What follows belongs to an exercise in optimizing a design on an open flow for small area, a short achievable clock period and few clock cycles per item; a production flow would make more cautious choices.
Function was checked by simulation only, so behaviour that the tests miss may differ from the original.

==> v37 <==
Design flagged_rle_pitched_blit, start of the top module:
module flagged_rle_pitched_blit #(
	parameter int MAX_DIM   = 4096,
	parameter int ADDR_BITS = 25
) (
	input  wire logic                                clk,
	input  wire logic                                arst_n,
	input  wire logic                                in_valid,
	output logic                                     in_ready,
	input  wire logic                                is_run,
	input  wire logic [7:0]                          pixel_color,
	input  wire logic [7:0]                          run_length,
	output logic                                     out_valid,
	input  wire logic                                out_ready,
	output logic [rleb_pkg::SEG_ADDR_W-1:0]          seg_address,
	output logic [7:0]                               seg_length,
	output logic [7:0]                               seg_color,
	output logic                                     image_done,
	output logic                                     last,
	input  wire logic                                cfg_valid,
	output logic                                     cfg_ready,
	input  wire logic [rleb_pkg::CFG_IDX_W-1:0]      cfg_index,
	input  wire logic [rleb_pkg::CFG_DATA_W-1:0]     cfg_data
);
clock: 13.0 ns
lec_check: 0
cap_margin: 20
core_margin: 2
core_utilization: 40
slew_margin: 20
standard.sh (not shown) runs the stock make flow with config.mk's settings and CLKGATE_MAP_FILE= SYNTH_SCRIPT=/design/flow/synth_recipe.tcl, a recipe that flattens the netlist after the stock synthesis.
==> flow/flow/run.sh <==
#!/bin/bash
# Standard layout (the standard.sh) with three changes to how it is made:
# - ORFS timing repair aims at a setup slack of SETUP_SLACK_MARGIN ns against
#   the 13 ns clock, so it works toward a shorter period;
# - every input and output port still gets its own buffer, but a plain buf_1
#   rather than the delay cell buffer_ports picks by default, so that the
#   repair (which keeps cell footprints) can size port buffers for speed;
# - clock tree synthesis builds from clkbuf_8/clkbuf_16 with up to 24
#   flip-flops per leaf buffer, and adds no dummy loads.
# Each tool's full output goes to standard.log in this folder.
export SETUP_SLACK_MARGIN=9
export BUFFER_PORTS_ARGS="-buffer_cell sky130_fd_sc_hd__buf_1"
export CTS_ARGS="-sink_clustering_enable -repair_clock_nets -dont_use_dummy_load -sink_buffer_max_cap_derate 0.001 -sink_clustering_size 24 -sink_clustering_max_diameter 120 -buf_list {sky130_fd_sc_hd__clkbuf_8 sky130_fd_sc_hd__clkbuf_16}"
bash standard.sh > standard.log 2>&1
==> v3 (differences from v37) <==
--- a/flow/design.v
+++ b/flow/design.v
@@ -175,17 +175,15 @@
 	localparam int S_SUB  = 3;    
 	localparam int S_CHK  = 4;    
 	localparam int S_ROOM = 5;    
 	localparam int S_CMP  = 6;    
 	localparam int S_SETR = 7;    
 	localparam int S_WAIT = 8;    
 	localparam int S_DEC  = 9;    
-	localparam int S_SUB2 = 10;   
-	localparam int S_CMP2 = 11;   
-	localparam int NS     = 12;
+	localparam int NS     = 10;
 	logic [24:0] row_q;
 	logic [12:0] col_q;
 	logic [12:0] room_q;
 	logic [12:0] rows_q;
 	logic        fin_q;        
 	logic        rl1_q;        
 	logic        ready_q;      
@@ -194,15 +192,15 @@
 	logic        renorm_q;     
 	logic        base_ok_q;    
 	logic        irr_q;        
 	logic        cmpok_q;      
 	logic [NS-1:0] su_q;
 	logic [NS-1:0] su_d;
 	logic [2:0]  cnt_q;
-	logic [27:0] r_q;
+	logic [29:0] r_q;
 	logic        neg_q;
 	logic        out_valid_q;
 	logic        fire_q;
 	logic [24:0] addr_q;
 	logic [7:0]  len_q;
 	logic [7:0]  color_q;
 	logic        done_q;
@@ -245,37 +243,29 @@
 		col_ge_w = (col_q >= wc);
 	end
 	logic        mul;
 	logic [13:0] pp0, pp1;
 	logic [30:0] sx, sy, sz;
 	logic        scin;
 	logic [30:0] ss, sc, st;
-	logic [14:0] slo;
-	logic        c14_q;
-	logic        sel_pw_q;     
-	logic        sel_room_q;
-	logic        sel_col_q;
-	logic        cin_q;
-	logic        chi_q;
 	always_comb begin
 		mul   = su_q[S_BASE] || su_q[S_SMUL];
 		pp0   = ({14{su_q[S_BASE] && r_q[0]}} & pitch) | ({14{su_q[S_SMUL] && r_q[0]}} & {1'b0, wc});
 		pp1   = ({14{su_q[S_BASE] && r_q[1]}} & pitch) | ({14{su_q[S_SMUL] && r_q[1]}} & {1'b0, wc});
-		sx = su_q[S_ROOM] ? {18'b0, wc} : {3'b0, r_q};
+		sx = su_q[S_ROOM] ? {18'b0, wc} : {1'b0, r_q};
 		sy = {3'b0, pp0, 14'b0}
-		   | ({31{sel_pw_q}}   & ~{6'b0, pw_q})
-		   | ({31{sel_col_q}}  & ~{18'b0, col_q});
-		sz = {2'b0, pp1, 15'b0}
-		   | ({31{sel_room_q}} & ~{18'b0, room_q});
-		scin = cin_q;
+		   | ({31{su_q[S_SUB]}}      & ~{6'b0, pw_q})
+		   | ({31{su_q[S_ROOM]}}     & ~{18'b0, col_q})
+		   | ({31{su_q[S_CMP]}}      & ~{18'b0, room_q})
+		   | ({31{su_q[S_DEC]}}      & ~{23'b0, len_q});
+		sz = {2'b0, pp1, 15'b0};
+		scin = su_q[S_ROOM] || su_q[S_CMP] || su_q[S_SETR] || su_q[S_DEC];
 		ss = sx ^ sy ^ sz;
 		sc = {((sx[29:0] & sy[29:0]) | (sx[29:0] & sz[29:0]) | (sy[29:0] & sz[29:0])), 1'b0};
-		slo = {1'b0, ss[13:0]} + {1'b0, sc[13:0]} + {14'b0, scin};
-		st[13:0]  = slo[13:0];
-		st[30:14] = ss[30:14] + sc[30:14] + {16'b0, c14_q && chi_q};
+		st = ss + sc + {30'b0, scin};
 	end
 	logic smul_go;
 	logic base_go;
 	always_comb begin
 		smul_go = su_q[S_IDLE] && renorm_q && head_valid && head_nz && !wr_any;
 		base_go = (wr_base && !irr_q) || (su_q[S_IDLE] && !base_ok_q && !smul_go);
 		su_d = '0;
@@ -287,30 +277,24 @@
 			else su_d[S_BASE] = 1'b1;
 		end
 		if (su_q[S_SMUL]) begin
 			if (cnt_q == 3'd6) su_d[S_SUB] = 1'b1;
 			else su_d[S_SMUL] = 1'b1;
 		end
 		if (su_q[S_SUB]) begin
-			su_d[S_SUB2] = 1'b1;
-		end
-		if (su_q[S_SUB2]) begin
 			su_d[S_CHK] = 1'b1;
 		end
 		if (su_q[S_CHK]) begin
 			if (neg_q) su_d[S_IDLE] = 1'b1;
 			else su_d[S_ROOM] = 1'b1;
 		end
 		if (su_q[S_ROOM] || su_q[S_DEC]) begin
 			su_d[S_CMP] = 1'b1;
 		end
 		if (su_q[S_CMP]) begin
-			su_d[S_CMP2] = 1'b1;
-		end
-		if (su_q[S_CMP2]) begin
 			su_d[S_SETR] = 1'b1;
 		end
 		if (su_q[S_SETR]) begin
 			su_d[S_WAIT] = 1'b1;
 		end
 		if (su_q[S_WAIT]) begin
 			if (fire && seg_done) su_d[S_IDLE] = 1'b1;
@@ -391,41 +375,37 @@
 		end
 	end
 	always_ff @(posedge clk) begin
 		if (su_d[S_BASE] || su_d[S_SMUL]) begin
 			cnt_q <= su_q[S_IDLE] ? 3'd0 : (base_go ? 3'd0 : cnt_q + 3'd1);
 		end
 		if (base_go) begin
-			r_q <= {2'b0, dcol_n, 2'b0, drow_n};
+			r_q <= {4'b0, dcol_n, 2'b0, drow_n};
 		end else if (smul_go) begin
-			r_q <= {15'b0, hc};
+			r_q <= {17'b0, hc};
 		end else if (mul) begin
-			r_q <= st[29:2];
+			r_q <= st[30:2];
+		end else if (su_q[S_SUB] || su_q[S_DEC]) begin
+			r_q <= st[29:0];
 		end
 		neg_q <= st[30];
-		c14_q <= slo[14];
-		sel_pw_q   <= su_d[S_SUB] || su_d[S_SUB2] || su_d[S_CMP] || su_d[S_CMP2] || su_d[S_SETR];
-		sel_room_q <= su_d[S_CMP] || su_d[S_CMP2];
-		sel_col_q  <= su_d[S_ROOM];
-		cin_q      <= su_d[S_ROOM] || su_d[S_CMP] || su_d[S_CMP2] || su_d[S_SETR];
-		chi_q      <= su_d[S_SUB2] || su_d[S_CMP2];
 	end
 	always_ff @(posedge clk) begin
 		if (reload || (su_q[S_CHK] && neg_q) || (fire_q && done_q)) begin
 			pw_q <= '0;
 		end else if (fire_q) begin
 			pw_q <= pw_q + 25'(len_q);
 		end
 	end
 	always_ff @(posedge clk) begin
 		if (reload) begin
 			row_q  <= r_q[26:2];
 			col_q  <= '0;
 			room_q <= wc;
-			rows_q <= hc;
+			rows_q <= hc - 13'd1;
 			fin_q  <= (hc == 13'd1);
 			rl1_q  <= (hc == 13'd2);
 		end else if (su_q[S_CHK] && !neg_q) begin
 			if (col_ge_w) begin
 				col_q <= '0;
 				row_q <= row_pp;
 			end
@@ -444,15 +424,15 @@
 				col_q  <= '0;
 				room_q <= wc;
 			end
 			if (wrap) begin
 				row_q  <= row_pp;
 				rows_q <= rows_q - 13'd1;
 				fin_q  <= rl1_q;
-				rl1_q  <= (rows_q == 13'd3);
+				rl1_q  <= (rows_q == 13'd2);
 			end
 		end
 	end
 	always_ff @(posedge clk) begin
 		if (fire) begin
 			addr_q  <= row_q + 25'(col_q);
 			len_q   <= len;
==> flow/flow/run.sh (replaced) <==
#!/bin/bash
# Standard layout (the standard.sh), with ORFS timing repair aimed at a
# setup slack of SETUP_SLACK_MARGIN ns against the 13 ns clock, so that the
# repair works toward a shorter period than the constraint alone asks for.
# Each tool's full output goes to standard.log in this folder.
export SETUP_SLACK_MARGIN=9
bash standard.sh > standard.log 2>&1
==> v17 (differences from v37) <==
==> flow/flow/run.sh (replaced) <==
#!/bin/bash
# Standard layout (the standard.sh) with three changes to how it is made:
# - ORFS timing repair aims at a setup slack of SETUP_SLACK_MARGIN ns against
#   the 13 ns clock, so it works toward a shorter period;
# - every input and output port still gets its own buffer, but a plain buf_2
#   rather than the delay cell buffer_ports picks by default, so that the
#   repair (which keeps cell footprints) can size port buffers for speed;
# - clock tree synthesis builds from clkbuf_4/clkbuf_8 and adds no dummy loads.
# Each tool's full output goes to standard.log in this folder.
export SETUP_SLACK_MARGIN=9
export BUFFER_PORTS_ARGS="-buffer_cell sky130_fd_sc_hd__buf_2"
export CTS_ARGS="-sink_clustering_enable -repair_clock_nets -dont_use_dummy_load -buf_list {sky130_fd_sc_hd__clkbuf_4 sky130_fd_sc_hd__clkbuf_8}"
bash standard.sh > standard.log 2>&1
CORE_UTILIZATION = 60   (was 40)
==> results.py <==
metrics = {
    "run_status": {
        "status": "complete, no violations",
    },
    "grt": {
        "grt_max_degree": 76,
    },
    "route": {
        "wl_per_cell_um": 21.43,
    },
    "layout": {
        "multiInputGateArea_um2": 10020,
        "drive_above_1_share_pct": 9.667,
        "seqCellArea_um2": 7895,
    },
    "die": {
        "start_util_pct": 40.37,
        "core-area_um2": 45280,
    },
    "power_and_ir_drop": {
        "power_frac_clock_pct": 13.8,
    },
    "worst_setup_path": {
        "cp-startpoint": "cfg_data[7]",
        "arrival_ns": 4.35,
    },
}
# the run above: v37

==> results.py <==
metrics = {
    "power_and_ir_drop": {
        "power_frac_clock_pct": 20.9,
    },
    "layout": {
        "seqCellArea_um2": 7761,
        "drive_above_1_share_pct": 15.90,
    },
    "die": {
        "start_util_pct": 40.65,
        "core-area_um2": 45480,
    },
    "route": {
        "wl_per_cell_um": 21.59,
    },
    "worst_setup_path": {
        "crit_top_cell": "ha_1",
        "arrival_ns": 4.41,
    },
    "grt": {
        "grt_max_degree": 54,
    },
    "run_status": {
        "status": "complete, no violations",
    },
}
# the run above: v3

==> results.py <==
metrics = {
    "power_and_ir_drop": {
        "power_switching_mw": 1.637,
        "p_seq_mw": 1.48,
        "power_frac_clock_pct": 17.6,
    },
    "layout": {
        "drive_above_1_share_pct": 14.52,
        "seqCellArea_um2": 7894,
        "multiInputGateArea_um2": 9941,
        "buf_share_pct": 3.054,
        "fin_util_pct": 67.37,
    },
    "placed_design": {
        "placed_area_um2": 19140,
    },
    "route": {
        "viasPerCell": 6.301,
    },
    "die": {
        "num_rows": 63,
        "start_util_pct": 61.35,
        "core-area_um2": 29800,
    },
    "grt": {
        "grt_usage_pct": 33.55,
    },
    "run_status": {
        "status": "complete, no violations",
    },
}
# the run above: v17

Testbench counts of v37, summed over its fixed seeds: cycles 8,178, items 5,611.
Testbench counts of v3, summed over its fixed seeds: cycles 8,170, items 5,611.
Testbench counts of v17, summed over its fixed seeds: cycles 8,178, items 5,611.

==> port drivers added, routing unchanged <==
The results above use ideal ports. As a check the final layouts listed here were re-extracted and re-timed, cells and wires unchanged. Step 1 assumes that a clkbuf_16 drives the clock port and a buf_2 every other input. Step 2, shift: input delay + t, output delay - t, t = (earliest + latest rising clock arrival at the registers) / 2. This alone moves slack from input paths to output paths. Three values: ideal, step 1, step 2; two values: the first two.
run | shift t [ns] | slack for setup (ns) | hold slack, ns | cell pins on the clock port's net
v37 | 0.571 | 9.108 / 9.097 / 8.578 | 0.425 / 0.425 / 0.425 | 1
v3 | 0.601 | 9.031 / 8.999 / 8.466 | 0.417 / 0.417 / 0.417 | 1
v17 | 0.633 | 9.008 / 9.035 / 8.401 | 0.407 / 0.407 / 0.407 | 1
After both steps every run listed still meets setup and hold. For v17, which loses most, drivers alone change the setup slack by +0.027 ns; drivers and shift together by -0.607 ns.
